Background: an optimization exercise with open tools, aiming at small area. Do not read the settings as production practice.
Only simulation tests tie the RTL to the original design; equivalence was not proved.
Power and IR drop assume default switching activity.

Setup of the previous run:
## note_sequencer
module note_sequencer #(
    parameter int ADDR_W   = 8,
    parameter int DUR_W    = 10,
    parameter int TICK_DIV = 500
) (
    input  logic              clk,
    input  logic              rst,
    input  logic [2:0]        live_octave,
    input  logic [2:0]        live_note,
    input  logic              cmd_rec,
    input  logic              cmd_play,
    input  logic              cmd_stop,
    input  logic              loop_en,
    output logic [2:0]        out_octave,
    output logic [2:0]        out_note,
    output logic [1:0]        mode,
    output logic [ADDR_W:0]   rec_count,
    output logic              full
);
    localparam logic [1:0] MODE_IDLE = 2'd0;
    localparam logic [1:0] MODE_REC  = 2'd1;
    localparam logic [1:0] MODE_PLAY = 2'd2;
    localparam int OCT_W  = 3;
    localparam int NOTE_W = 3;
    localparam logic [NOTE_W-1:0] NOTE_REST = 3'd0;
    localparam logic [1:0] ST_IDLE  = 2'd0;
    localparam logic [1:0] ST_REC   = 2'd1;
    localparam logic [1:0] ST_FETCH = 2'd2;
    localparam logic [1:0] ST_PLAY  = 2'd3;
    localparam int ENTRY_W  = OCT_W + NOTE_W + DUR_W;
    localparam int NOTE_LSB = DUR_W;
    localparam int OCT_LSB  = DUR_W + NOTE_W;
    localparam int CNT_W    = ADDR_W + 1;
    localparam int DEPTH    = 1 << ADDR_W;
    localparam int PRESC_W  = (TICK_DIV > 1) ? $clog2(TICK_DIV) : 1;
    localparam logic [DUR_W-1:0]   DUR_MAX  = {DUR_W{1'b1}};
    localparam logic [PRESC_W-1:0] PRESC_TOP = PRESC_W'(TICK_DIV - 1);
    logic [1:0] state;
    logic [1:0] state_next;
    logic [PRESC_W-1:0] presc;
  ...
Size in the first run: ~5200 cells after synthesis, about 30 I/O pins, roughly 92000 um2 of cells after synthesis.
==> module note_ram, before the edit <==
module note_ram #(
    parameter int ADDR_W = 8,
    parameter int DATA_W = 16,
    parameter int DUR_W  = 10
) (
    input  logic              clk,
    input  logic              clr,      
    input  logic              we,       
    input  logic              first,    
    input  logic [DATA_W-1:0] wdata,
    input  logic              cap,      
    input  logic [ADDR_W-1:0] rd_idx,   
    output logic [DATA_W-1:0] rdata     
);
    localparam int NSLOT = (1 << ADDR_W) - 1;
    localparam int PW    = 3;
    localparam int PSTEP = 1 << PW;
    localparam int QLEN  = PSTEP;
    localparam int QW    = PW;
    localparam int KEY_W = DATA_W - DUR_W;
    localparam logic [ADDR_W-1:0] LAST = ADDR_W'(NSLOT - 1);
    localparam int DPORT0 = 8;
    localparam int DPORT1 = 136;
    localparam int CPORT0 = 72;
    localparam int CPORT1 = 200;
    localparam logic [ADDR_W-1:0] CLR_END = ADDR_W'(191);
    logic [NSLOT-1:0][KEY_W-1:0]  kring;
    logic [NSLOT-1:0][DUR_W-1:0]  dring;
    logic                         clearing;  
    logic [QLEN-1:0][KEY_W-1:0]   wq;      
    logic [QLEN-1:0]              wv;      
    logic [DUR_W-1:0]             wdur;    
    logic                         dpend;   
    logic [ADDR_W-1:0]            dpos;    
    logic [ADDR_W-1:0]            ph;      
    logic [ADDR_W-1:0]            wpos;    
    logic [DATA_W-1:0]            e0;
    logic [DATA_W-1:0]            nxt;
    logic                         wr;
    logic [QW-1:0]                old;
    logic [KEY_W-1:0]             wkey;
    logic [ADDR_W-1:0]            wpos_inc;
    logic                         dwr;
    logic                         dlong;
    assign wr       = (|wv) && (wpos[PW-1:0] == '0);
    assign wpos_inc = (wpos == LAST) ? '0 : wpos + ADDR_W'(1);
    assign dwr      = dpend && (dpos[ADDR_W-2:0] == (ADDR_W-1)'(DPORT0));
    assign dlong    = we && !first && (wdata[DUR_W-1:1] != '0);
    always_comb begin
        old = '0;
        for (int i = 0; i < QLEN; i++) begin
            if (wv[i]) old = QW'(i);
        end
    end
    assign wkey = wq[old];
    always_ff @(posedge clk) begin
        if (clr) begin
            ph       <= '0;
            wpos     <= '0;
            clearing <= 1'b1;
        end else begin
            if (ph == CLR_END) begin
                clearing <= 1'b0;
            end
            ph <= (ph == LAST) ? '0 : ph + ADDR_W'(1);
            if (!wr) begin
                wpos <= wpos_inc;
            end
        end
    end
    always_ff @(posedge clk) begin
        for (int i = 0; i < NSLOT; i++) begin
            if ((i % PSTEP) == 0) begin
                if (wr && (wpos[ADDR_W-1:PW] == (ADDR_W-PW)'(i / PSTEP))) begin
                    kring[i] <= wkey ^ {KEY_W{((i / PSTEP) % 2) == 0}};
                end else begin
                    kring[i] <= ~kring[(i + NSLOT - 1) % NSLOT];
                end
            end else begin
                kring[i] <= kring[i-1];
            end
        end
    end
    always_ff @(posedge clk) begin
        for (int i = 0; i < NSLOT; i++) begin
            if (i == DPORT0 || i == DPORT1) begin
                if (dwr && (dpos[ADDR_W-1] == (i == DPORT1))) begin
                    dring[i] <= wdur;
                end else begin
                    dring[i] <= dring[i-1];
                end
            end else if (i == CPORT0 || i == CPORT1) begin
                if (clearing) begin
                    dring[i] <= DUR_W'(1);
                end else begin
                    dring[i] <= dring[i-1];
                end
            end else begin
                dring[i] <= dring[(i + NSLOT - 1) % NSLOT];
            end
        end
    end
    always_ff @(posedge clk) begin
        wq[0] <= wdata[DATA_W-1:DUR_W];
        for (int i = 1; i < QLEN; i++) begin
            wq[i] <= wq[i-1];
        end
    end
    always_ff @(posedge clk) begin
        if (clr) begin
            wv <= '0;
        end else begin
            wv[0] <= we && !first;
            for (int i = 1; i < QLEN; i++) begin
                wv[i] <= wv[i-1] && !(wr && (old == QW'(i-1)));
            end
        end
    end
    always_ff @(posedge clk) begin
        if (clr) begin
            dpend <= 1'b0;
        end else if (dlong) begin
            dpend <= 1'b1;
        end else if (dwr) begin
            dpend <= 1'b0;
        end
    end
    always_ff @(posedge clk) begin
        if (dlong) begin
            wdur <= wdata[DUR_W-1:0];
            dpos <= wpos_inc;
        end else begin
            dpos <= (dpos == LAST) ? '0 : dpos + ADDR_W'(1);
        end
    end
    always_ff @(posedge clk) begin
        if (we && first) begin
            e0 <= wdata;
        end
    end
    always_ff @(posedge clk) begin
        if (cap && (ph == rd_idx)) begin
            nxt <= {kring[NSLOT-1], dring[NSLOT-1]};
        end
    end
    assign rdata = (rd_idx == '0) ? e0 : nxt;
endmodule
clock: 10.0 ns
lec_check: 0
cap_margin: 20
core_margin: 2
core_utilization: 40
cts_cluster_diameter: 100
cts_cluster_size: 32
slew_margin: 20
run.sh (not shown) runs the stock make flow with config.mk's settings and CLKGATE_MAP_FILE= SYNTH_SCRIPT=/design/flow/synth_recipe.tcl, a recipe that flattens the netlist after the stock synthesis.
The previous run completed; timing, DRC and antenna clean
What the current run does differently from the previous run at the input level:
diff --git a/flow/design.v b/flow/design.v
--- a/flow/design.v
+++ b/flow/design.v
@@ -12,10 +12,11 @@
     input  logic [ADDR_W-1:0] rd_idx,   
     output logic [DATA_W-1:0] rdata     
 );
     localparam int NSLOT = (1 << ADDR_W) - 1;
-    localparam int PW    = 3;
+    localparam int PW    = 4;
     localparam int PSTEP = 1 << PW;
+    localparam int NPORT = 16;
     localparam int QLEN  = PSTEP;
     localparam int QW    = PW;
     localparam int KEY_W = DATA_W - DUR_W;
     localparam logic [ADDR_W-1:0] LAST = ADDR_W'(NSLOT - 1);
==> comparison <==
- The current run: path depth of the worst reg2reg path 3 above the previous run
- Comparing the previous run and the current run, the higher core outline area was measured on the current run.
- Design area, the previous run and the current run: smaller value in the previous run
- Diff the previous run -> the current run | overall power | increase of about 0.9%
- Taking the previous run as the reference, in the current run fmax about even; clock share of power went down.

==> re-timing with driven ports <==
No port has a modelled driver above. Below, the same layouts with a new extraction and two added sets of constraints. Step 1 assumes that a clkbuf_16 drives the clock port and a buf_2 every other input. Step 2 also shifts input and output timing later by t, the mid clock arrival at the registers, as if the neighbouring blocks saw the same clock. a / b / c = ideal ports / drivers / drivers and shift; a / b = the first two.
run | t (ns) | setup WS [ns] | worst setup path after step 2
the previous run | 0.891 | 5.373 / 5.290 / 5.025 | input to register
the current run | 0.881 | 5.367 / 5.286 / 4.936 | input to register
After both steps every run listed still meets setup and hold. The setup slack of the current run, which loses most, moves by -0.081 ns with the drivers and by -0.431 ns with both steps.
